From an optimization exercise on the open Yosys and OpenROAD flow, aimed at small area, a short achievable clock period and few clock cycles; shortcuts taken in it are not production practice. In this exercise RTL edits were held to simulation tests only and were not proved equivalent to the original.

**design.v**
```verilog
package fpdiv_fmt_pkg;
	typedef enum logic [1:0] {
		FMT_FP16 = 2'd0,
		FMT_FP32 = 2'd1,
		FMT_FP64 = 2'd2
	} fp_format_e;
	localparam int FRAC_W = 53;
	localparam int QUO_OUT_W = 55;
	localparam int FP16_FRAC_W = 11;
	localparam int FP32_FRAC_W = 24;
	localparam int FP64_FRAC_W = 53;
	localparam int ITER_CNT_W = 4;
	localparam logic [ITER_CNT_W-1:0] ITER_CNT_FP16 = 4'd1;
	localparam logic [ITER_CNT_W-1:0] ITER_CNT_FP32 = 4'd3;
	localparam logic [ITER_CNT_W-1:0] ITER_CNT_FP64 = 4'd8;
	localparam logic [ITER_CNT_W-1:0] ITER2_CNT_FP16 = 4'd2;
	localparam logic [ITER_CNT_W-1:0] ITER2_CNT_FP32 = 4'd5;
	localparam logic [ITER_CNT_W-1:0] ITER2_CNT_FP64 = 4'd13;
	typedef logic [FRAC_W-1:0] frac_t;
endpackage
package srt_pkg;
	localparam int STAGES_PER_CYCLE = 2;
	localparam int FP64_INT_ITER = 1;
	localparam int REM_W = 58;
	localparam int DIV_W = 52;
	localparam int QUO_W = 55;
	localparam int QDS_REM_W = 7;
	typedef logic [4:0] quo_dig_t;
	localparam int DIG_NEG2 = 4;
	localparam int DIG_NEG1 = 3;
	localparam int DIG_ZERO = 2;
	localparam int DIG_POS1 = 1;
	localparam int DIG_POS2 = 0;
	typedef struct packed {
		logic [REM_W-1:0] sum;
		logic [REM_W-1:0] carry;
	} rem_cs_t;
	typedef struct packed {
		logic [6:0] pos2;
		logic [6:0] pos1;
		logic [6:0] zero;
		logic [6:0] neg1;
	} qds_k_t;
	function automatic logic [27:0] qds_m(input logic [2:0] d_top);
		case (d_top)
			3'd0:    qds_m = {7'd12, 7'd4, -7'd5, -7'd13};
			3'd1:    qds_m = {7'd14, 7'd4, -7'd5, -7'd15};
			3'd2:    qds_m = {7'd15, 7'd4, -7'd5, -7'd16};
			3'd3:    qds_m = {7'd16, 7'd4, -7'd5, -7'd18};
			3'd4:    qds_m = {7'd18, 7'd6, -7'd7, -7'd19};
			3'd5:    qds_m = {7'd19, 7'd6, -7'd7, -7'd21};
			3'd6:    qds_m = {7'd20, 7'd6, -7'd7, -7'd22};
			default: qds_m = {7'd22, 7'd6, -7'd7, -7'd24};
		endcase
	endfunction
	function automatic logic [27:0] qds_k(input logic [2:0] d_top);
		logic [27:0] m;
		m = qds_m(d_top);
		qds_k = {7'd0 - m[27:21], 7'd0 - m[20:14], 7'd0 - m[13:7], 7'd0 - m[6:0]};
	endfunction
	localparam int K_VAR_W = 7;
	function automatic logic [K_VAR_W-1:0] qds_k_var(input logic [2:0] d_top);
		logic [27:0] k;
		k = qds_k(d_top);
		qds_k_var = {k[4:1], k[23:21]};
	endfunction
	function automatic logic [27:0] qds_k_build(input logic [K_VAR_W-1:0] kv, input logic [2:0] d_top);
		qds_k_build = {2'b11, !d_top[2], d_top[2], kv[2:0],
		               4'b1111, !d_top[2], d_top[2], 1'b0,
		               4'b0000, 1'b1, d_top[2], 1'b1,
		               2'b00, kv[6:3], !d_top[1]};
	endfunction
	function automatic logic int_dig_two(input logic [4:0] y, input logic [2:0] d_top);
		logic [27:0] m;
		m = qds_m(d_top);
		int_dig_two = ({2'b00, y} >= m[27:21]);
	endfunction
	function automatic logic carry_tree(input logic [63:0] g_in, input logic [63:0] p_in);
		logic [63:0] g;
		logic [63:0] p;
		g = g_in;
		p = p_in;
		for (int lvl = 1; lvl < 64; lvl = lvl * 2) begin
			for (int i = 0; i + lvl < 64; i = i + 2 * lvl) begin
				g[i] = g[i + lvl] | (p[i + lvl] & g[i]);
				p[i] = p[i + lvl] & p[i];
			end
		end
		carry_tree = g[0];
	endfunction
endpackage
`timescale 1ns/1ps
module srt_ctrl
(
	input  logic                      clk,
	input  logic                      rst_n,
	input  logic                      start_valid_i,
	input  logic                      finish_ready_i,
	input  logic                      flush_i,
	input  logic [1:0]                fmt_q_i,
	output logic                      accept_o,
	output logic                      setup_go_o,
	output logic                      setup_o,
	output logic                      iter_o,
	output logic                      final_o,
	output logic                      first_o,
	output logic                      start_ready_o,
	output logic                      finish_valid_o
);
	logic                                 st_setup_q;
	logic                                 st_iter_q;
	logic                                 st_final_q;
	logic                                 first_q;
	logic                                 valid_q;
	logic [fpdiv_fmt_pkg::ITER_CNT_W-1:0] iter_cnt_init;
	logic [fpdiv_fmt_pkg::ITER_CNT_W-1:0] iter_cnt_q;
	logic                                 last_iter;
	always_comb begin
		case (fmt_q_i)
			fpdiv_fmt_pkg::FMT_FP16: iter_cnt_init = fpdiv_fmt_pkg::ITER2_CNT_FP16;
			fpdiv_fmt_pkg::FMT_FP32: iter_cnt_init = fpdiv_fmt_pkg::ITER2_CNT_FP32;
			default:                 iter_cnt_init = fpdiv_fmt_pkg::ITER2_CNT_FP64;
		endcase
	end
	always_ff @(posedge clk) begin
		if (st_setup_q) begin
			iter_cnt_q <= iter_cnt_init;
		end else begin
			iter_cnt_q <= iter_cnt_q - 1'b1;
		end
	end
	assign last_iter = (iter_cnt_q == '0);
	assign start_ready_o = !st_setup_q && !st_iter_q;
	assign accept_o      = start_valid_i && start_ready_o && !flush_i;
	assign setup_go_o = st_setup_q && (!valid_q || finish_ready_i);
	always_ff @(posedge clk or negedge rst_n) begin
		if (!rst_n) begin
			st_setup_q <= 1'b0;
			st_iter_q  <= 1'b0;
			st_final_q <= 1'b0;
			valid_q    <= 1'b0;
		end else if (flush_i) begin
			st_setup_q <= 1'b0;
			st_iter_q  <= 1'b0;
			st_final_q <= 1'b0;
			valid_q    <= 1'b0;
		end else begin
			st_setup_q <= accept_o || (st_setup_q && !setup_go_o);
			st_iter_q  <= setup_go_o || (st_iter_q && !last_iter);
			st_final_q <= st_iter_q && last_iter;
			valid_q    <= st_final_q || (valid_q && !finish_ready_i);
		end
	end
	always_ff @(posedge clk) begin
		first_q <= setup_go_o;
	end
	assign setup_o        = st_setup_q;
	assign first_o        = first_q;
	assign iter_o         = st_iter_q;
	assign final_o        = st_final_q;
	assign finish_valid_o = valid_q;
endmodule
`timescale 1ns/1ps
module srt_prescale
(
	input  logic [1:0]                    fmt_i,
	input  logic [srt_pkg::DIV_W-1:0]     a_raw_i,
	input  logic [srt_pkg::DIV_W-1:0]     b_raw_i,
	output srt_pkg::rem_cs_t              init_rem_o,
	output logic [1:0]                    init_quo_o,
	output srt_pkg::quo_dig_t             init_dig_o,
	output logic [srt_pkg::K_VAR_W-1:0]   k_var_o,
	output logic [2:0]                    d_top_o
);
	localparam int FW  = srt_pkg::DIV_W;
	localparam int W16 = fpdiv_fmt_pkg::FP16_FRAC_W - 1;
	localparam int W32 = fpdiv_fmt_pkg::FP32_FRAC_W - 1;
	logic [FW-1:0]             a_al;
	logic [FW-1:0]             b_al;
	logic                      lt16;
	logic                      lt32;
	logic                      lt64;
	logic                      a_lt_b;
	logic                      q0_two;
	always_comb begin
		case (fmt_i)
			fpdiv_fmt_pkg::FMT_FP16: begin
				a_al = {a_raw_i[W16-1:0], {(FW-W16){1'b0}}};
				b_al = {b_raw_i[W16-1:0], {(FW-W16){1'b0}}};
			end
			fpdiv_fmt_pkg::FMT_FP32: begin
				a_al = {a_raw_i[W32-1:0], {(FW-W32){1'b0}}};
				b_al = {b_raw_i[W32-1:0], {(FW-W32){1'b0}}};
			end
			default: begin
				a_al = a_raw_i;
				b_al = b_raw_i;
			end
		endcase
	end
	assign lt16 = srt_pkg::carry_tree({{(64-W16){1'b0}}, ~a_raw_i[W16-1:0] & b_raw_i[W16-1:0]},
	                                  {{(64-W16){1'b1}}, ~(a_raw_i[W16-1:0] ^ b_raw_i[W16-1:0])});
	assign lt32 = srt_pkg::carry_tree({{(64-W32+W16){1'b0}}, ~a_raw_i[W32-1:W16] & b_raw_i[W32-1:W16], lt16},
	                                  {{(64-W32+W16){1'b1}}, ~(a_raw_i[W32-1:W16] ^ b_raw_i[W32-1:W16]), 1'b0});
	assign lt64 = srt_pkg::carry_tree({{(64-FW+W32){1'b0}}, ~a_raw_i[FW-1:W32] & b_raw_i[FW-1:W32], lt32},
	                                  {{(64-FW+W32){1'b1}}, ~(a_raw_i[FW-1:W32] ^ b_raw_i[FW-1:W32]), 1'b0});
	always_comb begin
		case (fmt_i)
			fpdiv_fmt_pkg::FMT_FP16: a_lt_b = lt16;
			fpdiv_fmt_pkg::FMT_FP32: a_lt_b = lt32;
			default:                 a_lt_b = lt64;
		endcase
	end
	assign q0_two = a_lt_b ? srt_pkg::int_dig_two({1'b1, a_al[FW-1 -: 4]}, b_al[FW-1 -: 3])
	                       : srt_pkg::int_dig_two({2'b01, a_al[FW-1 -: 3]}, b_al[FW-1 -: 3]);
	logic int_iter;
	assign int_iter = (fmt_i != fpdiv_fmt_pkg::FMT_FP16) && (fmt_i != fpdiv_fmt_pkg::FMT_FP32);
	always_comb begin
		case ({int_iter, a_lt_b})
			2'b00:   init_rem_o.sum = {3'b000,  1'b1, a_al, 2'b00};
			2'b01:   init_rem_o.sum = {2'b00,   1'b1, a_al, 3'b000};
			2'b10:   init_rem_o.sum = {5'b00000, 1'b1, a_al};
			default: init_rem_o.sum = {4'b0000, 1'b1, a_al, 1'b0};
		endcase
	end
	assign init_rem_o.carry = '0;
	always_comb begin
		init_dig_o = '0;
		if (int_iter) begin
			init_dig_o[srt_pkg::DIG_ZERO] = 1'b1;
		end else if (q0_two) begin
			init_dig_o[srt_pkg::DIG_POS2] = 1'b1;
		end else begin
			init_dig_o[srt_pkg::DIG_POS1] = 1'b1;
		end
	end
	assign init_quo_o = int_iter ? 2'b00 : {q0_two, ~q0_two};
	assign d_top_o = b_al[FW-1 -: 3];
	assign k_var_o = srt_pkg::qds_k_var(b_al[FW-1 -: 3]);
endmodule
`timescale 1ns/1ps
module srt_r4_qds
(
	input  logic [srt_pkg::QDS_REM_W-1:0]      sum_top_i,
	input  logic [srt_pkg::QDS_REM_W-1:0]      carry_top_i,
	input  srt_pkg::qds_k_t                    k_i,
	output srt_pkg::quo_dig_t                  quo_dig_o
);
	function automatic logic not_neg(input logic [6:0] a, input logic [6:0] b, input logic [6:0] k);
		logic [6:0] x;
		logic [6:0] y;
		logic [6:0] g;
		logic [6:0] p;
		logic       g54;
		logic       p54;
		logic       g31;
		logic       c6;
		x = a ^ b ^ k;
		y = {(a[5:0] & b[5:0]) | (a[5:0] & k[5:0]) | (b[5:0] & k[5:0]), 1'b0};
		g = x & y;
		p = x ^ y;
		g54 = g[5] | (p[5] & g[4]);
		p54 = p[5] & p[4];
		g31 = g[3] | (p[3] & g[2]) | (p[3] & p[2] & g[1]);
		c6  = g54 | (p54 & g31);
		not_neg = !(p[6] ^ c6);
	endfunction
	logic ge_pos2_raw;
	logic ge_pos1;
	logic ge_zero;
	logic ge_neg1_raw;
	assign ge_pos2_raw = not_neg(sum_top_i, carry_top_i, k_i.pos2);
	assign ge_pos1     = not_neg(sum_top_i, carry_top_i, k_i.pos1);
	assign ge_zero     = not_neg(sum_top_i, carry_top_i, k_i.zero);
	assign ge_neg1_raw = not_neg(sum_top_i, carry_top_i, k_i.neg1);
	assign quo_dig_o[srt_pkg::DIG_POS2] = ge_pos2_raw && ge_pos1;
	assign quo_dig_o[srt_pkg::DIG_POS1] = ge_pos1 && !ge_pos2_raw;
	assign quo_dig_o[srt_pkg::DIG_ZERO] = ge_zero && !ge_pos1;
	assign quo_dig_o[srt_pkg::DIG_NEG1] = ge_neg1_raw && !ge_zero;
	assign quo_dig_o[srt_pkg::DIG_NEG2] = !ge_neg1_raw && !ge_zero;
endmodule
`timescale 1ns/1ps
module srt_r4_stage
(
	input  srt_pkg::rem_cs_t              rem_i,
	input  logic [srt_pkg::REM_W-1:0]     div_i,
	input  srt_pkg::qds_k_t               k_i,
	output srt_pkg::rem_cs_t              rem_o,
	output srt_pkg::quo_dig_t             quo_dig_o
);
	srt_pkg::quo_dig_t quo_dig;
	srt_r4_qds u_qds (
		.sum_top_i   (rem_i.sum[srt_pkg::REM_W-1 -: srt_pkg::QDS_REM_W]),
		.carry_top_i (rem_i.carry[srt_pkg::REM_W-1 -: srt_pkg::QDS_REM_W]),
		.k_i         (k_i),
		.quo_dig_o   (quo_dig)
	);
	srt_r4_apply u_apply (
		.rem_i     (rem_i),
		.div_i     (div_i),
		.quo_dig_i (quo_dig),
		.rem_o     (rem_o)
	);
	assign quo_dig_o = quo_dig;
endmodule
module srt_r4_apply
(
	input  srt_pkg::rem_cs_t              rem_i,
	input  logic [srt_pkg::REM_W-1:0]     div_i,
	input  srt_pkg::quo_dig_t             quo_dig_i,
	output srt_pkg::rem_cs_t              rem_o
);
	logic [srt_pkg::REM_W-1:0]     sum_sh;
	logic [srt_pkg::REM_W-1:0]     carry_sh;
	logic [srt_pkg::REM_W-1:0]     div_2;
	logic [srt_pkg::REM_W-1:0]     mult_sel;
	logic                          mult_neg;
	logic [srt_pkg::REM_W-1:0]     maj;
	assign sum_sh   = {rem_i.sum[srt_pkg::REM_W-3:0], 2'b00};
	assign carry_sh = {rem_i.carry[srt_pkg::REM_W-3:0], 2'b00};
	assign div_2    = {div_i[srt_pkg::REM_W-2:0], 1'b0};
	assign mult_sel =
		  ({srt_pkg::REM_W{quo_dig_i[srt_pkg::DIG_NEG2]}} &  div_2)
		| ({srt_pkg::REM_W{quo_dig_i[srt_pkg::DIG_NEG1]}} &  div_i)
		| ({srt_pkg::REM_W{quo_dig_i[srt_pkg::DIG_POS1]}} & ~div_i)
		| ({srt_pkg::REM_W{quo_dig_i[srt_pkg::DIG_POS2]}} & ~div_2);
	assign mult_neg = quo_dig_i[srt_pkg::DIG_POS1] | quo_dig_i[srt_pkg::DIG_POS2];
	assign maj = (sum_sh & carry_sh) | (sum_sh & mult_sel) | (carry_sh & mult_sel);
	assign rem_o.sum   = sum_sh ^ carry_sh ^ mult_sel;
	assign rem_o.carry = {maj[srt_pkg::REM_W-2:0], mult_neg};
endmodule
`timescale 1ns/1ps
module srt_iter_core
(
	input  logic                          clk,
	input  logic                          take_i,
	input  logic                          setup_i,
	input  logic                          setup_go_i,
	input  logic                          iter_i,
	input  logic                          final_i,
	input  logic                          first_i,
	input  logic [1:0]                    fmt_i,
	input  logic [srt_pkg::DIV_W-1:0]     a_raw_i,
	input  logic [srt_pkg::DIV_W-1:0]     b_raw_i,
	input  srt_pkg::rem_cs_t              init_rem_i,
	input  logic [1:0]                    init_quo_i,
	input  srt_pkg::quo_dig_t             init_dig_i,
	input  logic [srt_pkg::K_VAR_W-1:0]   k_var_i,
	input  logic [2:0]                    d_top_i,
	input  logic                          rem_neg_i,
	output logic [1:0]                    fmt_o,
	output logic [srt_pkg::DIV_W-1:0]     a_raw_o,
	output logic [srt_pkg::DIV_W-1:0]     b_raw_o,
	output srt_pkg::rem_cs_t              rem_o,    
	output logic [srt_pkg::QUO_W-1:0]     quo_o
);
	localparam int S = srt_pkg::STAGES_PER_CYCLE;
	localparam int G = 2 * S;
	srt_pkg::rem_cs_t                  rem_q;
	srt_pkg::quo_dig_t                 pend_q;
	srt_pkg::rem_cs_t                  rem_cur;
	srt_pkg::rem_cs_t                  rem_mid;
	srt_pkg::quo_dig_t                 dig_1;
	srt_pkg::quo_dig_t                 dig_2;
	logic [srt_pkg::DIV_W-1:0]         div_q;
	logic [1:0]                        fmt_q;
	logic [srt_pkg::K_VAR_W-1:0]       k_var_q;
	logic [2:0]                        d_top_q;
	logic [srt_pkg::DIV_W-1:0]         div_al;
	logic [srt_pkg::QUO_W-1:0]         quo_q;
	logic signed [G:0]                 grp_q;
	logic signed [G:0]                 grp_m1;
	logic [srt_pkg::QUO_W-1:0]         quo_m1;
	logic [srt_pkg::QUO_W-1:0]         zero_below;
	logic                              base_m1;
	logic [G-1:0]                      low;
	logic [srt_pkg::REM_W-1:0]         div_ext;
	logic signed [G:0]                 grp;
	srt_pkg::qds_k_t                   qds_k;
	always_ff @(posedge clk) begin
		if (take_i) begin
			rem_q.carry <= {{(srt_pkg::REM_W-srt_pkg::DIV_W){1'b0}}, a_raw_i};
		end else if (setup_i) begin
			if (setup_go_i) begin
				rem_q.carry <= init_rem_i.carry;
			end
		end else begin
			rem_q.carry <= rem_mid.carry;
		end
	end
	always_ff @(posedge clk) begin
		if (setup_i) begin
			rem_q.sum <= init_rem_i.sum;
		end else begin
			rem_q.sum <= rem_mid.sum;
		end
	end
	always_ff @(posedge clk) begin
		if (take_i) begin
			div_q <= b_raw_i;
			fmt_q <= fmt_i;
		end
	end
	always_ff @(posedge clk) begin
		if (setup_i) begin
			pend_q <= init_dig_i;
		end else begin
			pend_q <= dig_2;
		end
	end
	always_ff @(posedge clk) begin
		if (setup_i) begin
			k_var_q <= k_var_i;
			d_top_q <= d_top_i;
		end
	end
	always_ff @(posedge clk) begin
		if (setup_i) begin
			grp_q <= {{(G-1){1'b0}}, init_quo_i};
		end else if (iter_i || final_i) begin
			quo_q <= {(first_i ? '0 : (base_m1 ? quo_m1[srt_pkg::QUO_W-G-1:0] : quo_q[srt_pkg::QUO_W-G-1:0])), low};
			grp_q <= grp;
		end
	end
	always_comb begin
		case (fmt_q)
			fpdiv_fmt_pkg::FMT_FP16: div_al = {div_q[fpdiv_fmt_pkg::FP16_FRAC_W-2:0], {(srt_pkg::DIV_W-fpdiv_fmt_pkg::FP16_FRAC_W+1){1'b0}}};
			fpdiv_fmt_pkg::FMT_FP32: div_al = {div_q[fpdiv_fmt_pkg::FP32_FRAC_W-2:0], {(srt_pkg::DIV_W-fpdiv_fmt_pkg::FP32_FRAC_W+1){1'b0}}};
			default:                 div_al = div_q;
		endcase
	end
	assign div_ext = {2'b01, div_al, {(srt_pkg::REM_W-srt_pkg::DIV_W-2){1'b0}}};
	assign qds_k = srt_pkg::qds_k_build(k_var_q, d_top_q);
	srt_r4_apply u_apply (
		.rem_i     (rem_q),
		.div_i     (div_ext),
		.quo_dig_i (pend_q),
		.rem_o     (rem_cur)
	);
	srt_r4_stage u_stage (
		.rem_i     (rem_cur),
		.div_i     (div_ext),
		.k_i       (qds_k),
		.rem_o     (rem_mid),
		.quo_dig_o (dig_1)
	);
	srt_r4_qds u_qds_2 (
		.sum_top_i   (rem_mid.sum[srt_pkg::REM_W-1 -: srt_pkg::QDS_REM_W]),
		.carry_top_i (rem_mid.carry[srt_pkg::REM_W-1 -: srt_pkg::QDS_REM_W]),
		.k_i         (qds_k),
		.quo_dig_o   (dig_2)
	);
	function automatic logic signed [2:0] dig_val(input srt_pkg::quo_dig_t d);
		dig_val = d[srt_pkg::DIG_POS2] ? 3'sd2 : d[srt_pkg::DIG_POS1] ? 3'sd1
		        : d[srt_pkg::DIG_NEG1] ? -3'sd1 : d[srt_pkg::DIG_NEG2] ? -3'sd2 : 3'sd0;
	endfunction
	assign grp = 5'(4 * dig_val(dig_1)) + 5'(dig_val(dig_2));
	always_comb begin
		zero_below = {~quo_q[srt_pkg::QUO_W-2:0], 1'b1};
		for (int d = 1; d < srt_pkg::QUO_W; d = d * 2) begin
			for (int i = srt_pkg::QUO_W - 1; i >= d; i--) begin
				if (i % (2 * d) >= d) begin
					zero_below[i] = zero_below[i] & zero_below[(i / (2 * d)) * (2 * d) + d - 1];
				end
			end
		end
		quo_m1 = quo_q ^ zero_below;
	end
	assign grp_m1  = grp_q - 1'b1;
	assign base_m1 = (final_i && rem_neg_i) ? grp_m1[G] : grp_q[G];
	assign low     = (final_i && rem_neg_i) ? grp_m1[G-1:0] : grp_q[G-1:0];
	assign fmt_o   = fmt_q;
	assign a_raw_o = rem_q.carry[srt_pkg::DIV_W-1:0];
	assign b_raw_o = div_q;
	assign rem_o   = rem_cur;
	assign quo_o   = quo_q;
endmodule
`timescale 1ns/1ps
module srt_post
(
	input  srt_pkg::rem_cs_t rem_i,
	output logic             neg_o
);
	localparam int W = srt_pkg::REM_W;
	assign neg_o = rem_i.sum[W-1] ^ rem_i.carry[W-1]
	             ^ srt_pkg::carry_tree({{(65-W){1'b0}}, rem_i.sum[W-2:0] & rem_i.carry[W-2:0]},
	                                   {{(65-W){1'b1}}, rem_i.sum[W-2:0] ^ rem_i.carry[W-2:0]});
endmodule
`timescale 1ns/1ps
module fpdiv_frac
(
	input  logic                 clk,
	input  logic                 rst_n,
	input  logic                 start_valid_i,
	output logic                 start_ready_o,
	input  logic                 flush_i,
	input  fpdiv_fmt_pkg::fp_format_e           fp_format_i,
	input  fpdiv_fmt_pkg::frac_t                a_frac_i,
	input  fpdiv_fmt_pkg::frac_t                b_frac_i,
	output logic                 finish_valid_o,
	input  logic                 finish_ready_i,
	output logic [fpdiv_fmt_pkg::QUO_OUT_W-1:0] fpdiv_frac_o
);
	logic                          accept;
	logic                          setup;
	logic                          setup_go;
	logic                          iter;
	logic                          final_step;
	logic [1:0]                    fmt_q;
	logic [srt_pkg::DIV_W-1:0]     a_raw;
	logic [srt_pkg::DIV_W-1:0]     b_raw;
	srt_pkg::rem_cs_t              init_rem;
	logic [1:0]                    init_quo;
	srt_pkg::quo_dig_t             init_dig;
	logic [srt_pkg::K_VAR_W-1:0]   init_k_var;
	logic [2:0]                    init_d_top;
	logic                          first_iter;
	srt_pkg::rem_cs_t              rem;
	logic                          rem_neg;
	srt_ctrl u_ctrl (
		.clk            (clk),
		.rst_n          (rst_n),
		.start_valid_i  (start_valid_i),
		.finish_ready_i (finish_ready_i),
		.flush_i        (flush_i),
		.fmt_q_i        (fmt_q),
		.accept_o       (accept),
		.setup_go_o     (setup_go),
		.setup_o        (setup),
		.iter_o         (iter),
		.final_o        (final_step),
		.first_o        (first_iter),
		.start_ready_o  (start_ready_o),
		.finish_valid_o (finish_valid_o)
	);
	srt_prescale u_prescale (
		.fmt_i      (fmt_q),
		.a_raw_i    (a_raw),
		.b_raw_i    (b_raw),
		.init_rem_o (init_rem),
		.init_quo_o (init_quo),
		.init_dig_o (init_dig),
		.k_var_o    (init_k_var),
		.d_top_o    (init_d_top)
	);
	srt_iter_core u_core (
		.clk        (clk),
		.take_i     (start_ready_o),
		.setup_i    (setup),
		.setup_go_i (setup_go),
		.iter_i     (iter),
		.final_i    (final_step),
		.first_i    (first_iter),
		.fmt_i      (fp_format_i),
		.a_raw_i    (a_frac_i[srt_pkg::DIV_W-1:0]),
		.b_raw_i    (b_frac_i[srt_pkg::DIV_W-1:0]),
		.init_rem_i (init_rem),
		.init_quo_i (init_quo),
		.init_dig_i (init_dig),
		.k_var_i    (init_k_var),
		.d_top_i    (init_d_top),
		.rem_neg_i  (rem_neg),
		.fmt_o      (fmt_q),
		.a_raw_o    (a_raw),
		.b_raw_o    (b_raw),
		.rem_o      (rem),
		.quo_o      (fpdiv_frac_o)
	);
	srt_post u_post (
		.rem_i (rem),
		.neg_o (rem_neg)
	);
endmodule
```
**flow/run.sh**
```bash
#!/bin/bash
set -euo pipefail
bash standard.sh ADDER_MAP_FILE= SETUP_SLACK_MARGIN=6 finish > flow_make.log 2>&1
```
**standard.sh**
```bash
#!/bin/bash
# synth_recipe.tcl (not shown) runs the flow's synth.tcl, then flattens the netlist and writes it again
# the make line also repeats each setting of config.mk as NAME=value (left out here)
make -C /OpenROAD-flow-scripts/flow DESIGN_CONFIG=/design/flow/config.mk WORK_HOME=/design/flow/orfs CLKGATE_MAP_FILE= SYNTH_SCRIPT=/design/flow/synth_recipe.tcl "${@:-finish}"
```
**config.mk**
```make
export PLATFORM = sky130hd
export DESIGN_NAME = fpdiv_frac
export DESIGN_NICKNAME = fpdiv_frac
export VERILOG_FILES = /design/flow/design.v
export SDC_FILE = /design/flow/constraint.sdc
export NUM_CORES = 4
export LEC_CHECK = 0
export ABC_AREA = 1
export CAP_MARGIN = 20
export CORE_MARGIN = 2
export CORE_UTILIZATION = 40
export PLACE_DENSITY = 0.6
export SETUP_SLACK_MARGIN = 5
export SLEW_MARGIN = 20
```
**constraint.sdc**
```tcl
create_clock -name core_clock -period 11.0 [get_ports {clk}]
set_input_delay 2.2000 -clock core_clock [delete_from_list [all_inputs] [get_ports {clk}]]
set_output_delay 2.2000 -clock core_clock [all_outputs]
set_load 0.01 [all_outputs]
```
==> summary.md, run 1 <==
| Metric | Value |
|---|---|
| Most frequent cells in the layout | `858 x nand2_1, 393 x inv_1, 311 x o21ai_0` |
| Syn Nets | `3296` |
| Synth async-reset ratio | `1.613%` |
| Worst-Skew Late Latency | `0.57 ns` |
| Number of fill cells | `5040` |
| Post-synth EDFFs | `172` |
| Worst-margin pin slew | `1.067 ns` |
| Clk root buf | `clkbuf_16` |
| Synth Instances | `3183` |
| Global Route Usage Sum | `28.56%` |
| Crit path DAT | `5.18 ns` |
| Routed WL | `80.00 mm` |
| DP Area | `23010 um^2` |
| HP Class | `flop to flop` |
| Core region area | `51300 um^2` |
| Hold slack | `0.4688 ns` |
| Total CTS buffers | `34` |
| Register area share after synthesis | `32.26%` |
| Starting Density | `40.52%` |
| CTS tree | `done` |
| Highest clock rate | `0.2051 GHz` |
| Final setup fails | `0` |
| Layout cells sized above 1 | `14.80%` |
| Initial drt markers | `2155` |
| Util after Layout | `51.27%` |
| Largest net degree at the start of global routing | `76` |
| Die Wd | `232.0 um` |
| Netlist cell types | `70` |
| Post-synth top flop | `edfxtp_1` |
| 1st-pass router iterations | `6` |
| CP required | `11.31 ns` |
| # rows | `83` |
| Startpoint Class | `flop` |
| Grt ovf | `0` |
| Routability cong. | `0.9556` |
| Status | `no timing/DRC/antenna violations` |
| Synth top area share | `24.85%` |
| Max Slew Vio Count | `0` |
| RSZ-0062 raised after global routing | `true` |
| Period utilization | `44.32%` |
| Post-Syn Area per Cell | `6.530 um^2` |
| Dpl hpwl | `54.59 mm` |
| Number of global-route vias before repair | `20.76k` |
| CTS hold repair buffers | `0` |
| CTS clk-pin slew, worst paths | `0.06 ns` |
| Worst setup path class | `flop to flop` |
| Fin. Hold Viols | `0` |
| # DRC | `0` |
| Skew final | `0.03259 ns` |
| Vias | `22.69k` |
| Clk buf depth | `3` |
| Rel. slew slack | `28.85%` |
| Initial antenna violation count | `1` |
| Area contributors post-synth | `edfxtp_1 25%, nand2_1 17%, o21ai_0 7.7%` |
| Final net count | `3519` |
| First-pass GRT wire length | `119.2 mm` |
| Post-route setup TNS | `0 ns` |
| TritonCTS sink count | `248` |
| Die H | `232.0 um` |
| H-tree depth | `2` |
| Via-to-Cell Ratio | `5.518` |
| Commonest non-fill, non-tap cell in the layout | `nand2_1` |
| WL per Instance | `19.45 um` |
| Max cap viols | `0` |
| Most common cell on crit path | `nand2_2` |
| Final Instance Area | `26300 um^2` |
| Synth-to-Final Area Change | `26.53%` |
| CP Capture Type | `flop` |
| Post-route ant nets | `0` |
| Synth area leader | `edfxtp_1` |
| Synth Cell Area | `20790 um^2` |
| # IOs | `170` |
| YS warnings | `6` |
| IO buf count | `167` |
| Final Critical Period | `4.875 ns` |
| Largest fanout on the critical path | `7` |
| Antenna Cells | `0` |
| CP peak stage delay | `0.44 ns` |
| Full die area | `53810 um^2` |
| #FFs+latches synth | `248` |
| Slowest-stage cell, CP | `edfxtp_1` |
[final timing paths]
kind / endpoint / slack, ns / cells past startpoint / from
worst min register to register: u_ctrl.iter_cnt_q[1]$_DFF_P_ / 0.47 / 2 / u_ctrl.iter_cnt_q[1]$_DFF_P_
worst min-delay path: u_ctrl.iter_cnt_q[1]$_DFF_P_ / 0.47 / 2 / u_ctrl.iter_cnt_q[1]$_DFF_P_
max in group asynchronous: u_ctrl.st_setup_q$_DFF_PN0_ / 8.86 / 1 / rst_n
worst max register to register: u_core.grp_q[0]$_DFFE_PP_ / 6.13 / 40 / u_core.fmt_q[1]$_DFFE_PP_
worst max-delay path: u_core.grp_q[0]$_DFFE_PP_ / 6.13 / 40 / u_core.fmt_q[1]$_DFFE_PP_
min in group asynchronous: u_ctrl.valid_q$_DFF_PN0_ / 1.89 / 1 / rst_n
[Yosys cell counts (6+ instances only)]
cell type / n
a21boi_0: 22
a21oi_1: 153
a221o_1: 9
a221oi_1: 6
a31oi_1: 8
a32o_1: 6
buf_1: 11
buf_2: 13
clkbuf_1: 75
dfxtp_1: 72
edfxtp_1: 172
inv_1: 401
inv_2: 17
nand2_1: 926
nand2_2: 45
nand2_4: 8
nand3_1: 117
nand3_2: 14
nand4_1: 35
nor2_1: 299
nor2_2: 11
nor2_4: 12
nor3_1: 10
nor4_1: 8
o211ai_1: 33
o21a_1: 10
o21ai_0: 320
o21ai_1: 10
o221ai_1: 14
o22ai_1: 103
or2_2: 51
xnor2_1: 53
xor2_1: 61
[flip-flops by register name (all words and copies together) (netlist names), 2 cells and up]
signal             count
u_core.d_top_q         2
u_core.div_q          52
u_core.fmt_q           2
u_core.grp_q           5
u_core.k_var_q         7
u_core.pend_q          4
u_core.quo_q          55
u_core.rem_q         112
u_ctrl.iter_cnt_q      4
[critical path: cells and delay by family, from the launching register on]
kind	cells	cell delay [ns]
simple gates	32	3.20
buf+inv	7	0.86
flops	1	0.44
compound gates	1	0.10
[layer usage]
layer	global-route usage (%)	up-vias	wire [um]
met4	13.96	0	4251
met5	0	-	0
met2	45.75	1023	36120
li1	-	10960	-
met1	37.12	10456	32740
met3	5.010	249	6891
[kinds of logic after synthesis]
group,synth area share [%]
buffers and inverters,10.02
AOI/OAI and AO/OA,20.59
and+or+nand+nor,32.17
DFF,32.26
xor gates and xnor gates,4.960
[through the flow]
stage          setup WS (ns)  instances
2_1_floorplan          6.811       3183
3_3_place_gp           4.292       3941
3_5_place_dp           4.112       3941
4_1_cts                6.004       4046
5_1_grt                5.804       4112
6_report               6.125       4112
[layout make-up]
class                   count  area, um^2  share of cell area (%)
clock buffers              44       949.7                   3.611
clock inverters            18       262.8                  0.9990
inverters                 425        1743                   6.627
multi-input cells        2406       12940                   49.18
flip-flops and latches    248        6713                   25.52
well taps                 680       850.8                   3.235
repair buffers            289        2826                   10.75
repair inverters            2       20.02                 0.07611
[timing repair]
item	CTS	global route
cloned	7	4
setup buffers	36	62
setup endpoints to repair	161	74
pin swaps	14	92
resized for setup	70	199
Testbench counts, summed over its fixed seeds: cycles 23,516.
==> run 2, diff against run 1 <==
--- a/design.v
+++ b/design.v
@@ -279,6 +279,50 @@
 	assign quo_dig_o[srt_pkg::DIG_NEG1] = ge_neg1_raw && !ge_zero;
 	assign quo_dig_o[srt_pkg::DIG_NEG2] = !ge_neg1_raw && !ge_zero;
 endmodule
+module srt_r4_qds_pre
+(
+	input  logic [4*srt_pkg::QDS_REM_W-1:0] u_i,
+	input  logic [4*srt_pkg::QDS_REM_W-1:0] v_i,
+	input  logic [srt_pkg::QDS_REM_W-1:0]   mult_top_i,
+	input  logic                            cin_i,
+	output srt_pkg::quo_dig_t               quo_dig_o
+);
+	function automatic logic not_neg(input logic [6:0] a, input logic [6:0] b, input logic [6:0] c, input logic cin);
+		logic [6:0] x;
+		logic [6:0] y;
+		logic [6:0] g;
+		logic [6:0] p;
+		logic       g54;
+		logic       p54;
+		logic       g31;
+		logic       g0;
+		logic       c6;
+		x = a ^ b ^ c;
+		y = {(a[5:0] & b[5:0]) | (a[5:0] & c[5:0]) | (b[5:0] & c[5:0]), cin};
+		g = x & y;
+		p = x ^ y;
+		g54 = g[5] | (p[5] & g[4]);
+		p54 = p[5] & p[4];
+		g0  = g[0];
+		g31 = g[3] | (p[3] & g[2]) | (p[3] & p[2] & g[1]) | (p[3] & p[2] & p[1] & g0);
+		c6  = g54 | (p54 & g31);
+		not_neg = !(p[6] ^ c6);
+	endfunction
+	localparam int Q = srt_pkg::QDS_REM_W;
+	logic ge_pos2_raw;
+	logic ge_pos1;
+	logic ge_zero;
+	logic ge_neg1_raw;
+	assign ge_pos2_raw = not_neg(u_i[4*Q-1 -: Q], v_i[4*Q-1 -: Q], mult_top_i, cin_i);
+	assign ge_pos1     = not_neg(u_i[3*Q-1 -: Q], v_i[3*Q-1 -: Q], mult_top_i, cin_i);
+	assign ge_zero     = not_neg(u_i[2*Q-1 -: Q], v_i[2*Q-1 -: Q], mult_top_i, cin_i);
+	assign ge_neg1_raw = not_neg(u_i[Q-1 -: Q],   v_i[Q-1 -: Q],   mult_top_i, cin_i);
+	assign quo_dig_o[srt_pkg::DIG_POS2] = ge_pos2_raw && ge_pos1;
+	assign quo_dig_o[srt_pkg::DIG_POS1] = ge_pos1 && !ge_pos2_raw;
+	assign quo_dig_o[srt_pkg::DIG_ZERO] = ge_zero && !ge_pos1;
+	assign quo_dig_o[srt_pkg::DIG_NEG1] = ge_neg1_raw && !ge_zero;
+	assign quo_dig_o[srt_pkg::DIG_NEG2] = !ge_neg1_raw && !ge_zero;
+endmodule
 `timescale 1ns/1ps
 module srt_r4_stage
 (
@@ -299,7 +343,9 @@
 		.rem_i     (rem_i),
 		.div_i     (div_i),
 		.quo_dig_i (quo_dig),
-		.rem_o     (rem_o)
+		.rem_o     (rem_o),
+		.mult_o    (),
+		.win_cin_o ()
 	);
 	assign quo_dig_o = quo_dig;
 endmodule
@@ -308,7 +354,9 @@
 	input  srt_pkg::rem_cs_t              rem_i,
 	input  logic [srt_pkg::REM_W-1:0]     div_i,
 	input  srt_pkg::quo_dig_t             quo_dig_i,
-	output srt_pkg::rem_cs_t              rem_o
+	output srt_pkg::rem_cs_t              rem_o,
+	output logic [srt_pkg::REM_W-1:0]     mult_o,
+	output logic                          win_cin_o
 );
 	logic [srt_pkg::REM_W-1:0]     sum_sh;
 	logic [srt_pkg::REM_W-1:0]     carry_sh;
@@ -328,6 +376,8 @@
 	assign maj = (sum_sh & carry_sh) | (sum_sh & mult_sel) | (carry_sh & mult_sel);
 	assign rem_o.sum   = sum_sh ^ carry_sh ^ mult_sel;
 	assign rem_o.carry = {maj[srt_pkg::REM_W-2:0], mult_neg};
+	assign mult_o    = mult_sel;
+	assign win_cin_o = maj[srt_pkg::REM_W-srt_pkg::QDS_REM_W-1];
 endmodule
 `timescale 1ns/1ps
 module srt_iter_core
@@ -431,24 +481,55 @@
 	end
 	assign div_ext = {2'b01, div_al, {(srt_pkg::REM_W-srt_pkg::DIV_W-2){1'b0}}};
 	assign qds_k = srt_pkg::qds_k_build(k_var_q, d_top_q);
+	localparam int Q = srt_pkg::QDS_REM_W;
+	logic [srt_pkg::REM_W-1:0] mult_p;
+	logic                      cin_p;
+	logic [srt_pkg::REM_W-1:0] mult_1;
+	logic                      cin_1;
+	logic [4*Q-1:0]            pre_u1;
+	logic [4*Q-1:0]            pre_v1;
+	logic [4*Q-1:0]            pre_u2;
+	logic [4*Q-1:0]            pre_v2;
+	function automatic logic [8*Q-1:0] pre_sums(input logic [Q-1:0] s4, input logic [Q-1:0] c4, input logic [4*Q-1:0] k);
+		logic [4*Q-1:0] u;
+		logic [4*Q-1:0] v;
+		for (int t = 0; t < 4; t++) begin
+			u[t*Q +: Q] = s4 ^ c4 ^ k[t*Q +: Q];
+			v[t*Q +: Q] = {(s4[Q-2:0] & c4[Q-2:0]) | (s4[Q-2:0] & k[t*Q +: Q-1]) | (c4[Q-2:0] & k[t*Q +: Q-1]), 1'b0};
+		end
+		pre_sums = {u, v};
+	endfunction
 	srt_r4_apply u_apply (
 		.rem_i     (rem_q),
 		.div_i     (div_ext),
 		.quo_dig_i (pend_q),
-		.rem_o     (rem_cur)
+		.rem_o     (rem_cur),
+		.mult_o    (mult_p),
+		.win_cin_o (cin_p)
+	);
+	assign {pre_u1, pre_v1} = pre_sums(rem_q.sum[srt_pkg::REM_W-3 -: Q], rem_q.carry[srt_pkg::REM_W-3 -: Q], qds_k);
+	srt_r4_qds_pre u_qds_1 (
+		.u_i        (pre_u1),
+		.v_i        (pre_v1),
+		.mult_top_i (mult_p[srt_pkg::REM_W-1 -: Q]),
+		.cin_i      (cin_p),
+		.quo_dig_o  (dig_1)
 	);
-	srt_r4_stage u_stage (
+	srt_r4_apply u_apply_1 (
 		.rem_i     (rem_cur),
 		.div_i     (div_ext),
-		.k_i       (qds_k),
+		.quo_dig_i (dig_1),
 		.rem_o     (rem_mid),
-		.quo_dig_o (dig_1)
+		.mult_o    (mult_1),
+		.win_cin_o (cin_1)
 	);
-	srt_r4_qds u_qds_2 (
-		.sum_top_i   (rem_mid.sum[srt_pkg::REM_W-1 -: srt_pkg::QDS_REM_W]),
-		.carry_top_i (rem_mid.carry[srt_pkg::REM_W-1 -: srt_pkg::QDS_REM_W]),
-		.k_i         (qds_k),
-		.quo_dig_o   (dig_2)
+	assign {pre_u2, pre_v2} = pre_sums(rem_cur.sum[srt_pkg::REM_W-3 -: Q], rem_cur.carry[srt_pkg::REM_W-3 -: Q], qds_k);
+	srt_r4_qds_pre u_qds_2 (
+		.u_i        (pre_u2),
+		.v_i        (pre_v2),
+		.mult_top_i (mult_1[srt_pkg::REM_W-1 -: Q]),
+		.cin_i      (cin_1),
+		.quo_dig_o  (dig_2)
 	);
 	function automatic logic signed [2:0] dig_val(input srt_pkg::quo_dig_t d);
 		dig_val = d[srt_pkg::DIG_POS2] ? 3'sd2 : d[srt_pkg::DIG_POS1] ? 3'sd1
==> run 2 against run 1 <==
Effect of this change: die area is 7.6% higher; final area is 0.95% higher; worst setup slack better by 0.15 ns; register-to-register slack better by 0.15 ns; first-iteration DRC count is 16% higher; via count is 6.1% higher; utilization is 3.2 points lower; global-route usage is 0.78 points lower; largest cell class unchanged.
==> summary.md, run 2 <==
| Metric | Value |
|---|---|
| Period utilization | `42.95%` |
| Worst-Skew Late Latency | `0.55 ns` |
| Grt ovf | `0` |
| Synth top area share | `23.07%` |
| Crit path DAT | `4.98 ns` |
| Commonest non-fill, non-tap cell in the layout | `nand2_1` |
| Slowest-stage cell, CP | `dfxtp_4` |
| Finished Layout Cells | `4466` |
| CP Cell Sequence | `clkinv_4, buf_4, o22ai_1, a221oi_1, xor2_1, nor2_1, nor2_1, nand2_1, nor3_1, nor3b_2, nand4_1, nand2_1, nand3_1, nand3_1, nand2_1, nand4_4, buf_12, nand2_8, nand2_1, a21oi_1` |
| Routability cong. | `0.9711` |
| Routed WL | `83.51 mm` |
| Rel. slew slack | `29.39%` |
| #FFs+latches synth | `248` |
| 1st-pass router iterations | `6` |
| First-pass GRT wire length | `123.2 mm` |
| Synth async-reset ratio | `1.613%` |
| Highest clock rate | `0.2116 GHz` |
| Final net count | `3805` |
| Clk root buf | `clkbuf_16` |
| CP peak stage delay | `0.44 ns` |
| Synth Instances | `3539` |
| Max reg flops | `112` |
| Worst setup startpoint | `u_core.pend_q[3]$_SDFF_PP0_` |
| Fin. Hold Viols | `0` |
| Skew final | `0.01523 ns` |
| Worst path bufs/invs | `3` |
| Register area share after synthesis | `29.96%` |
| Post-Syn Area per Cell | `6.325 um^2` |
| Max Slew Vio Count | `0` |
| Max cap viols | `0` |
| Post-synth EDFFs | `172` |
| Area contributors post-synth | `edfxtp_1 23%, nand2_1 19%, inv_1 7.2%` |
| Synth area leader | `edfxtp_1` |
| Startpoint Class | `flop` |
| Die H | `240.6 um` |
| DP Cell Count | `4360` |
| Status | `no timing/DRC/antenna violations` |
| H-tree depth | `2` |
| FF-to-FF path depth | `20` |
| IO buf count | `167` |
| Final Critical Period | `4.725 ns` |
| Worst Hold End | `u_ctrl.iter_cnt_q[1]$_DFF_P_` |
| Core region area | `55200 um^2` |
| Largest fanout on the critical path | `29` |
| TritonCTS sink count | `248` |
| Post-route setup TNS | `0 ns` |
| Vias | `24.08k` |
| Worst setup path class | `flop to flop` |
| WL per Instance | `18.70 um` |
| Netlist cell types | `65` |
| Clk buf depth | `3` |
| CP Capture Type | `flop` |
| HP Class | `flop to flop` |
| Post-synth top flop | `edfxtp_1` |
| Largest regs | `u_core.rem_q: 112 flops, u_core.quo_q: 55 flops, u_core.div_q: 52 flops` |
| Synth-to-Final Area Change | `18.61%` |
| Hold Path Cell Cnt | `2` |
| # DRC | `0` |
| Worst min-delay path startpoint | `u_ctrl.iter_cnt_q[1]$_DFF_P_` |
| Pre-CTS WS | `3.712 ns` |
| Syn Nets | `3652` |
| YS warnings | `6` |
| CP required | `11.25 ns` |
| Setup slack after layout | `6.275 ns` |
| R2R Setup Slk | `6.28 ns` |
| Full die area | `57870 um^2` |
| Layout cells sized above 1 | `8.150%` |
| Dpl hpwl | `59.09 mm` |
| Starting Density | `40.55%` |
| CTS clk-pin slew, worst paths | `0.06 ns` |
| Die Wd | `240.6 um` |
| Synth Cell Area | `22390 um^2` |
| Post-route ant nets | `0` |
| Most instantiated library cell after synthesis | `nand2_1` |
| Global Route Usage Sum | `27.78%` |
| Util after Layout | `48.10%` |
| Most common cell on crit path | `nand2_1` |
| CTS tree | `done` |
| Biggest register | `u_core.rem_q` |
| Final setup fails | `0` |
| Critical path's top delay family | `simple AND/OR/NAND/NOR gates` |
| Worst-margin pin slew | `1.059 ns` |
| # rows | `86` |
| Antenna Cells | `0` |
| Initial antenna violation count | `0` |
| Number of global-route vias before repair | `21.52k` |
| Largest net degree at the start of global routing | `79` |
| Synth top cells by count | `1120 x nand2_1, 428 x inv_1, 335 x nor2_1` |
| Via-to-Cell Ratio | `5.392` |
| RSZ-0062 raised after global routing | `false` |
| Reg-to-reg critical path endpoint | `u_core.quo_q[23]$_SDFFCE_PP0P_` |
| CTS hold repair buffers | `0` |
| # IOs | `170` |
| Most frequent cells in the layout | `1110 x nand2_1, 425 x inv_1, 331 x nor2_1` |
| FF-to-FF Start | `u_core.pend_q[3]$_SDFF_PP0_` |
| Initial drt markers | `2492` |
| Total CTS buffers | `34` |
==> run 2: cell count changes after synthesis, sizes merged, moves of 19 or more <==
cell / previous run / this run
xor2: 61 / 103
or2: 56 / 36
buf: 34 / 53
nand2: 979 / 1170
a21oi: 154 / 184
nor2: 323 / 354
nand3: 133 / 216
inv: 420 / 448
o22ai: 104 / 81
o21ai: 334 / 300
==> run 2: logic make-up after synthesis <==
logic type | synth area share, %
AO/OA/AOI/OAI | 18.29
XOR/XNOR | 6.333
adder cells (fa/ha/maj) | 0.08943
buffers and inverters | 10.11
flip-flops | 29.96
AND/OR/NAND/NOR | 35.22
==> run 2: per-layer routing <==
metal	vias to the layer above	track usage (%)	wire [um]
li1	11935	-	-
met1	10882	36.25	34820
met2	1016	45.08	37460
met3	246	3.820	6537
met4	0	13.93	4689
met5	-	0	0
==> run 2: repair_timing <==
item	4_1_cts	5_1_grt
pin swaps	3	13
endpoints found under the setup margin	160	99
setup buffers	12	22
gates cloned	1	9
gates resized for setup	34	51
==> run 2: area by class of cell <==
type                       instances  area (um^2)
clock buffer                      42        910.9
timing repair inverter             1        8.758
clock inverter                    20        146.4
sequential                       248         6716
fill                            5761        28650
tap                              748        935.9
multi-input combinational       2724        13810
timing repair buffer             226         2275
inverter                         457         1747
==> run 2: how the worst max path moves through the flow <==
stage / end / slack [ns] / cells past startpoint
detailed placement: u_core.quo_q[51]$_SDFFCE_PP0P_ / 3.71 / 22
CTS: u_core.quo_q[23]$_SDFFCE_PP0P_ / 6.00 / 22
global route: u_core.grp_q[0]$_DFFE_PP_ / 5.99 / 40
global placement: u_core.quo_q[5]$_SDFFCE_PP0P_ / 3.69 / 22
finish: u_core.quo_q[23]$_SDFFCE_PP0P_ / 6.28 / 20
floorplan: start_ready_o / 6.06 / 3
==> run 2: worst register-to-register path, delay by kind of cell, from the launching register on <==
| family | cells | cell delay (ns) |
|---|---|---|
| AND/OR/NAND/NOR | 13 | 2.33 |
| buffers and inverters | 3 | 0.81 |
| AO/OA/AOI/OAI | 3 | 0.63 |
| flip-flops | 1 | 0.44 |
| XOR/XNOR | 1 | 0.22 |
==> run 2: metrics by stage <==
step                      area (um^2)  hold slack (ns)
after detailed placement        24640           0.4495
after floorplan                 22390           0.4349
after global placement          24640           0.4437
after global routing            26550           0.4990
final                           26550           0.4568
after CTS                       25970           0.4571
Testbench counts of run 2, summed over its fixed seeds: cycles 23,516.
==> run 3, diff against run 2 <==
--- a/design.v
+++ b/design.v
@@ -97,66 +97,60 @@
 	input  logic                      start_valid_i,
 	input  logic                      finish_ready_i,
 	input  logic                      flush_i,
-	input  logic [1:0]                fmt_q_i,
-	output logic                      accept_o,
-	output logic                      setup_go_o,
-	output logic                      setup_o,
+	input  fpdiv_fmt_pkg::fp_format_e fp_format_i,
+	output logic                      stall_o,
 	output logic                      iter_o,
 	output logic                      final_o,
 	output logic                      first_o,
 	output logic                      start_ready_o,
 	output logic                      finish_valid_o
 );
-	logic                                 st_setup_q;
 	logic                                 st_iter_q;
 	logic                                 st_final_q;
-	logic                                 first_q;
 	logic                                 valid_q;
+	logic                                 first_q;
+	logic                                 accept;
 	logic [fpdiv_fmt_pkg::ITER_CNT_W-1:0] iter_cnt_init;
 	logic [fpdiv_fmt_pkg::ITER_CNT_W-1:0] iter_cnt_q;
 	logic                                 last_iter;
 	always_comb begin
-		case (fmt_q_i)
+		case (fp_format_i)
 			fpdiv_fmt_pkg::FMT_FP16: iter_cnt_init = fpdiv_fmt_pkg::ITER2_CNT_FP16;
 			fpdiv_fmt_pkg::FMT_FP32: iter_cnt_init = fpdiv_fmt_pkg::ITER2_CNT_FP32;
 			default:                 iter_cnt_init = fpdiv_fmt_pkg::ITER2_CNT_FP64;
 		endcase
 	end
 	always_ff @(posedge clk) begin
-		if (st_setup_q) begin
+		if (start_ready_o) begin
 			iter_cnt_q <= iter_cnt_init;
-		end else begin
+		end else if (!stall_o) begin
 			iter_cnt_q <= iter_cnt_q - 1'b1;
 		end
 	end
 	assign last_iter = (iter_cnt_q == '0);
-	assign start_ready_o = !st_setup_q && !st_iter_q;
-	assign accept_o      = start_valid_i && start_ready_o && !flush_i;
-	assign setup_go_o = st_setup_q && (!valid_q || finish_ready_i);
+	assign start_ready_o = !st_iter_q;
+	assign accept        = start_valid_i && start_ready_o && !flush_i;
+	assign stall_o = st_iter_q && first_q && valid_q && !finish_ready_i;
 	always_ff @(posedge clk or negedge rst_n) begin
 		if (!rst_n) begin
-			st_setup_q <= 1'b0;
 			st_iter_q  <= 1'b0;
 			st_final_q <= 1'b0;
 			valid_q    <= 1'b0;
 		end else if (flush_i) begin
-			st_setup_q <= 1'b0;
 			st_iter_q  <= 1'b0;
 			st_final_q <= 1'b0;
 			valid_q    <= 1'b0;
 		end else begin
-			st_setup_q <= accept_o || (st_setup_q && !setup_go_o);
-			st_iter_q  <= setup_go_o || (st_iter_q && !last_iter);
+			st_iter_q  <= accept || (st_iter_q && !last_iter);
 			st_final_q <= st_iter_q && last_iter;
 			valid_q    <= st_final_q || (valid_q && !finish_ready_i);
 		end
 	end
 	always_ff @(posedge clk) begin
-		first_q <= setup_go_o;
+		first_q <= accept || (first_q && stall_o);
 	end
-	assign setup_o        = st_setup_q;
 	assign first_o        = first_q;
-	assign iter_o         = st_iter_q;
+	assign iter_o         = st_iter_q && !stall_o;
 	assign final_o        = st_final_q;
 	assign finish_valid_o = valid_q;
 endmodule
@@ -166,6 +160,7 @@
 	input  logic [1:0]                    fmt_i,
 	input  logic [srt_pkg::DIV_W-1:0]     a_raw_i,
 	input  logic [srt_pkg::DIV_W-1:0]     b_raw_i,
+	output logic [srt_pkg::DIV_W-1:0]     b_al_o,
 	output srt_pkg::rem_cs_t              init_rem_o,
 	output logic [1:0]                    init_quo_o,
 	output srt_pkg::quo_dig_t             init_dig_o,
@@ -236,6 +231,7 @@
 	end
 	assign init_quo_o = int_iter ? 2'b00 : {q0_two, ~q0_two};
 	assign d_top_o = b_al[FW-1 -: 3];
+	assign b_al_o  = b_al;
 	assign k_var_o = srt_pkg::qds_k_var(b_al[FW-1 -: 3]);
 endmodule
 `timescale 1ns/1ps
@@ -384,23 +380,16 @@
 (
 	input  logic                          clk,
 	input  logic                          take_i,
-	input  logic                          setup_i,
-	input  logic                          setup_go_i,
 	input  logic                          iter_i,
 	input  logic                          final_i,
 	input  logic                          first_i,
-	input  logic [1:0]                    fmt_i,
-	input  logic [srt_pkg::DIV_W-1:0]     a_raw_i,
-	input  logic [srt_pkg::DIV_W-1:0]     b_raw_i,
+	input  logic [srt_pkg::DIV_W-1:0]     b_al_i,
 	input  srt_pkg::rem_cs_t              init_rem_i,
 	input  logic [1:0]                    init_quo_i,
 	input  srt_pkg::quo_dig_t             init_dig_i,
 	input  logic [srt_pkg::K_VAR_W-1:0]   k_var_i,
 	input  logic [2:0]                    d_top_i,
 	input  logic                          rem_neg_i,
-	output logic [1:0]                    fmt_o,
-	output logic [srt_pkg::DIV_W-1:0]     a_raw_o,
-	output logic [srt_pkg::DIV_W-1:0]     b_raw_o,
 	output srt_pkg::rem_cs_t              rem_o,    
 	output logic [srt_pkg::QUO_W-1:0]     quo_o
 );
@@ -413,10 +402,8 @@
 	srt_pkg::quo_dig_t                 dig_1;
 	srt_pkg::quo_dig_t                 dig_2;
 	logic [srt_pkg::DIV_W-1:0]         div_q;
-	logic [1:0]                        fmt_q;
 	logic [srt_pkg::K_VAR_W-1:0]       k_var_q;
 	logic [2:0]                        d_top_q;
-	logic [srt_pkg::DIV_W-1:0]         div_al;
 	logic [srt_pkg::QUO_W-1:0]         quo_q;
 	logic signed [G:0]                 grp_q;
 	logic signed [G:0]                 grp_m1;
@@ -429,57 +416,33 @@
 	srt_pkg::qds_k_t                   qds_k;
 	always_ff @(posedge clk) begin
 		if (take_i) begin
-			rem_q.carry <= {{(srt_pkg::REM_W-srt_pkg::DIV_W){1'b0}}, a_raw_i};
-		end else if (setup_i) begin
-			if (setup_go_i) begin
-				rem_q.carry <= init_rem_i.carry;
-			end
-		end else begin
-			rem_q.carry <= rem_mid.carry;
-		end
-	end
-	always_ff @(posedge clk) begin
-		if (setup_i) begin
-			rem_q.sum <= init_rem_i.sum;
-		end else begin
-			rem_q.sum <= rem_mid.sum;
+			rem_q   <= init_rem_i;
+			pend_q  <= init_dig_i;
+		end else if (iter_i || final_i) begin
+			rem_q   <= rem_mid;
+			pend_q  <= dig_2;
 		end
 	end
 	always_ff @(posedge clk) begin
 		if (take_i) begin
-			div_q <= b_raw_i;
-			fmt_q <= fmt_i;
-		end
-	end
-	always_ff @(posedge clk) begin
-		if (setup_i) begin
-			pend_q <= init_dig_i;
-		end else begin
-			pend_q <= dig_2;
+			div_q   <= b_al_i;
+			k_var_q <= k_var_i;
+			d_top_q <= d_top_i;
 		end
 	end
 	always_ff @(posedge clk) begin
-		if (setup_i) begin
-			k_var_q <= k_var_i;
-			d_top_q <= d_top_i;
+		if (iter_i || final_i) begin
+			quo_q <= {(first_i ? '0 : (base_m1 ? quo_m1[srt_pkg::QUO_W-G-1:0] : quo_q[srt_pkg::QUO_W-G-1:0])), low};
 		end
 	end
 	always_ff @(posedge clk) begin
-		if (setup_i) begin
+		if (take_i) begin
 			grp_q <= {{(G-1){1'b0}}, init_quo_i};
-		end else if (iter_i || final_i) begin
-			quo_q <= {(first_i ? '0 : (base_m1 ? quo_m1[srt_pkg::QUO_W-G-1:0] : quo_q[srt_pkg::QUO_W-G-1:0])), low};
+		end else if (iter_i) begin
 			grp_q <= grp;
 		end
 	end
-	always_comb begin
-		case (fmt_q)
-			fpdiv_fmt_pkg::FMT_FP16: div_al = {div_q[fpdiv_fmt_pkg::FP16_FRAC_W-2:0], {(srt_pkg::DIV_W-fpdiv_fmt_pkg::FP16_FRAC_W+1){1'b0}}};
-			fpdiv_fmt_pkg::FMT_FP32: div_al = {div_q[fpdiv_fmt_pkg::FP32_FRAC_W-2:0], {(srt_pkg::DIV_W-fpdiv_fmt_pkg::FP32_FRAC_W+1){1'b0}}};
-			default:                 div_al = div_q;
-		endcase
-	end
-	assign div_ext = {2'b01, div_al, {(srt_pkg::REM_W-srt_pkg::DIV_W-2){1'b0}}};
+	assign div_ext = {2'b01, div_q, {(srt_pkg::REM_W-srt_pkg::DIV_W-2){1'b0}}};
 	assign qds_k = srt_pkg::qds_k_build(k_var_q, d_top_q);
 	localparam int Q = srt_pkg::QDS_REM_W;
 	logic [srt_pkg::REM_W-1:0] mult_p;
@@ -550,9 +513,6 @@
 	assign grp_m1  = grp_q - 1'b1;
 	assign base_m1 = (final_i && rem_neg_i) ? grp_m1[G] : grp_q[G];
 	assign low     = (final_i && rem_neg_i) ? grp_m1[G-1:0] : grp_q[G-1:0];
-	assign fmt_o   = fmt_q;
-	assign a_raw_o = rem_q.carry[srt_pkg::DIV_W-1:0];
-	assign b_raw_o = div_q;
 	assign rem_o   = rem_cur;
 	assign quo_o   = quo_q;
 endmodule
@@ -582,14 +542,10 @@
 	input  logic                 finish_ready_i,
 	output logic [fpdiv_fmt_pkg::QUO_OUT_W-1:0] fpdiv_frac_o
 );
-	logic                          accept;
-	logic                          setup;
-	logic                          setup_go;
+	logic                          stall;
 	logic                          iter;
 	logic                          final_step;
-	logic [1:0]                    fmt_q;
-	logic [srt_pkg::DIV_W-1:0]     a_raw;
-	logic [srt_pkg::DIV_W-1:0]     b_raw;
+	logic [srt_pkg::DIV_W-1:0]     b_al;
 	srt_pkg::rem_cs_t              init_rem;
 	logic [1:0]                    init_quo;
 	srt_pkg::quo_dig_t             init_dig;
@@ -604,10 +560,8 @@
 		.start_valid_i  (start_valid_i),
 		.finish_ready_i (finish_ready_i),
 		.flush_i        (flush_i),
-		.fmt_q_i        (fmt_q),
-		.accept_o       (accept),
-		.setup_go_o     (setup_go),
-		.setup_o        (setup),
+		.fp_format_i    (fp_format_i),
+		.stall_o        (stall),
 		.iter_o         (iter),
 		.final_o        (final_step),
 		.first_o        (first_iter),
@@ -615,9 +569,10 @@
 		.finish_valid_o (finish_valid_o)
 	);
 	srt_prescale u_prescale (
-		.fmt_i      (fmt_q),
-		.a_raw_i    (a_raw),
-		.b_raw_i    (b_raw),
+		.fmt_i      (fp_format_i),
+		.a_raw_i    (a_frac_i[srt_pkg::DIV_W-1:0]),
+		.b_raw_i    (b_frac_i[srt_pkg::DIV_W-1:0]),
+		.b_al_o     (b_al),
 		.init_rem_o (init_rem),
 		.init_quo_o (init_quo),
 		.init_dig_o (init_dig),
@@ -627,23 +582,16 @@
 	srt_iter_core u_core (
 		.clk        (clk),
 		.take_i     (start_ready_o),
-		.setup_i    (setup),
-		.setup_go_i (setup_go),
 		.iter_i     (iter),
 		.final_i    (final_step),
 		.first_i    (first_iter),
-		.fmt_i      (fp_format_i),
-		.a_raw_i    (a_frac_i[srt_pkg::DIV_W-1:0]),
-		.b_raw_i    (b_frac_i[srt_pkg::DIV_W-1:0]),
+		.b_al_i     (b_al),
 		.init_rem_i (init_rem),
 		.init_quo_i (init_quo),
 		.init_dig_i (init_dig),
 		.k_var_i    (init_k_var),
 		.d_top_i    (init_d_top),
 		.rem_neg_i  (rem_neg),
-		.fmt_o      (fmt_q),
-		.a_raw_o    (a_raw),
-		.b_raw_o    (b_raw),
 		.rem_o      (rem),
 		.quo_o      (fpdiv_frac_o)
 	);
==> flow/run.sh (replaced) <==
#!/bin/bash
set -euo pipefail
bash standard.sh ADDER_MAP_FILE= SETUP_SLACK_MARGIN=6.5 finish > flow_make.log 2>&1
==> run 3 against run 2 <==
Effect of this change: first-iteration DRC count rose by 3.0%; non-clock buffer count rose by 20; synthesized area rose by 0.63%; global-route usage rose by 1.2 points; register-to-register slack improved by 0.44 ns; synthesized cell count rose by 4.4%.
==> summary.md, run 3 <==
| Metric | Value |
|---|---|
| Status | `no timing/DRC/antenna violations` |
| Routed WL | `87.19 mm` |
| Worst-margin pin slew | `0.9757 ns` |
| Global Route Usage Sum | `28.95%` |
| Antenna Cells | `0` |
| Number of global-route vias before repair | `22.56k` |
| Pre-CTS WS | `4.128 ns` |
| Period utilization | `42.25%` |
| Clk buf depth | `3` |
| R2R Setup Slk | `6.72 ns` |
| Biggest register | `u_core.rem_q` |
| Initial drt markers | `2568` |
| Dpl hpwl | `58.93 mm` |
| Starting Density | `40.65%` |
| Vias | `25.24k` |
| CTS clk-pin slew, worst paths | `0.06 ns` |
| Via-to-Cell Ratio | `5.449` |
| Die Wd | `241.3 um` |
| #FFs+latches synth | `241` |
| Routability cong. | `0.9636` |
| Rel. slew slack | `34.96%` |
| Most instantiated library cell after synthesis | `nand2_1` |
| Commonest non-fill, non-tap cell in the layout | `nand2_1` |
| RSZ-0062 raised after global routing | `true` |
| YS warnings | `6` |
| Setup slack after layout | `6.353 ns` |
| Final Critical Period | `4.647 ns` |
| Die H | `241.3 um` |
| TritonCTS sink count | `241` |
| CP peak stage delay | `0.37 ns` |
| H-tree depth | `2` |
| Initial antenna violation count | `0` |
| 1st-pass router iterations | `6` |
| Post-Syn Area per Cell | `6.100 um^2` |
| CP Capture Type | `flop` |
| Slowest-stage cell, CP | `a2111oi_2` |
| Post-route setup TNS | `0 ns` |
| Full die area | `58230 um^2` |
| Worst setup startpoint | `a_frac_i[22]` |
| Fin. Hold Viols | `0` |
| Largest net degree at the start of global routing | `73` |
| Crit path DAT | `4.96 ns` |
| # rows | `86` |
| Total CTS buffers | `34` |
| CP required | `11.31 ns` |
| Synth Cell Area | `22530 um^2` |
| Worst min-delay path startpoint | `u_core.grp_q[4]$_SDFFE_PN0P_` |
| Max Slew Vio Count | `0` |
| Final net count | `3972` |
| Netlist cell types | `62` |
| FF-to-FF Start | `u_core.pend_q[1]$_DFFE_PP_` |
| Synth top area share | `23.73%` |
| # IOs | `170` |
| Synth top cells by count | `1202 x nand2_1, 484 x inv_1, 336 x nor2_1` |
| CTS tree | `done` |
| Post-synth top flop | `edfxtp_1` |
| Worst setup path class | `primary input to flop` |
| Area contributors post-synth | `edfxtp_1 24%, nand2_1 20%, inv_1 8.1%` |
| Final setup fails | `0` |
| Most frequent cells in the layout | `1147 x nand2_1, 461 x inv_1, 323 x nor2_1` |
| IO buf count | `167` |
| Grt ovf | `0` |
| Synth async-reset ratio | `1.245%` |
| CTS hold repair buffers | `0` |
| Post-route ant nets | `0` |
| WL per Instance | `18.82 um` |
| Multi-input logic area | `14600 um^2` |
| Register area | `6634 um^2` |
| Largest regs | `u_core.rem_q: 110 flops, u_core.quo_q: 55 flops, u_core.div_q: 49 flops` |
run 3: cell count changes in the layout (fill, tap and decap cells not counted), moves of 11 or more:
cell | before | now
o21ai_0 | 276 | 197
inv_1 | 425 | 461
nand2_1 | 1110 | 1147
o22ai_1 | 70 | 87
o21a_1 | 7 | 18
or2_2 | 27 | 54
xor2_1 | 101 | 67
nand3_1 | 201 | 295
dfxtp_1 | 69 | 57
xnor2_1 | 57 | 39
clkdlybuf4s50_1 | 167 | 134
dlygate4sd2_1 | 0 | 15
a21oi_1 | 182 | 233
buf_6 | 0 | 11
run 3: critical path: cells and delay by family:
family	cells	cell delay (ns)
AOI/OAI and AO/OA	2	0.63
buffers and inverters	2	0.48
and+or+nand+nor	16	1.63
run 3: area by class of cell:
| type | count | area share (%) |
|---|---|---|
| Sequential cell | 241 | 23.75 |
| Timing Repair Buffer | 246 | 9.433 |
| Clock inverter | 18 | 0.7794 |
| Timing Repair inverter | 1 | 0.02688 |
| Tap cell | 748 | 3.351 |
| Clock buffer | 44 | 3.364 |
| Multi-Input combinational cell | 2837 | 52.28 |
| Inverter | 498 | 7.019 |
run 3: logic make-up (layout without fill, tap and decap cells):
kind of cell | after synthesis | count (layout) | synth area share [%]
AND/OR/NAND/NOR | 2036 | 2047 | 38.31
AO/OA/AOI/OAI | 680 | 680 | 17.17
flip-flops | 241 | 241 | 29.39
buffers and inverters | 626 | 807 | 10.85
XOR/XNOR | 110 | 110 | 4.277
run 3: final timing paths:
check / endpoint / cells after the start
setup / recovery: u_core.rem_q[97]$_DFFE_PP_ / 20
hold / removal: u_core.grp_q[4]$_SDFFE_PN0P_ / 2
setup reg to reg: u_core.grp_q[0]$_DFFE_PP_ / 36
hold reg to reg: u_core.grp_q[4]$_SDFFE_PN0P_ / 2
max in group asynchronous: u_ctrl.st_iter_q$_DFF_PN0_ / 1
min in group asynchronous: u_ctrl.valid_q$_DFF_PN0_ / 1
run 3: stage by stage:
stage / hold WS (ns) / area (um^2) / util (%) / cells
4_1_cts: 0.4533 / 27010 / 48.74 / 4608
2_1_floorplan: 0.4261 / 22600 / - / 3693
5_1_grt: 0.4722 / 27930 / 50.41 / 4633
6_report: 0.4537 / 27930 / 50.41 / 4633
3_5_place_dp: 0.4426 / 24790 / 44.73 / 4502
3_3_place_gp: 0.4485 / 24790 / 44.73 / 4502
run 3: metal layers:
layer | share of wire, % | GRT usage (%)
met4 | 5.3 | 13.92
met1 | 42 | 38.05
met5 | 0 | 0
met2 | 44 | 47.07
met3 | 8.1 | 3.760
run 3: repair_timing:
| item | CTS | global route |
|---|---|---|
| buffers inserted | 30 | 20 |
| gates cloned | 14 | 5 |
| pin swaps | 30 | 46 |
| gates resized for setup | 252 | 168 |
| setup endpoints to repair | 286 | 118 |
Testbench counts of run 3, summed over its fixed seeds: cycles 21,116.

port drivers added, routing unchanged:
The results above use ideal ports. As a check the final layouts listed here were re-extracted and re-timed, cells and wires unchanged.
Step 1 (the two cells are an assumption about what drives the block):
set clk [get_ports {clk}]
set_driving_cell -lib_cell sky130_fd_sc_hd__clkbuf_16 $clk
set_driving_cell -lib_cell sky130_fd_sc_hd__buf_2 [delete_from_list [all_inputs] $clk]
Step 2 adds t to the input delays and takes it off the output delays; t is the mean of the earliest and latest rising clock arrival at the registers after step 1. Input paths then give back, and output paths get back, about the clock's delay inside the block.
Slacks: ideal ports / drivers / drivers and shift; pairs: ideal ports / drivers.
run | t, ns | slack for setup (ns) | clock arrival spread, ns
run 1 | 0.615 | 6.125 / 6.125 / 6.125 | 0.033 / 0.033
run 2 | 0.607 | 6.275 / 6.275 / 6.275 | 0.015 / 0.016
run 3 | 0.607 | 6.353 / 6.385 / 5.779 | 0.039 / 0.039
After both steps every run listed still meets setup and hold. For run 3, which loses most, drivers alone change the setup slack by +0.032 ns; drivers and shift together by -0.574 ns.
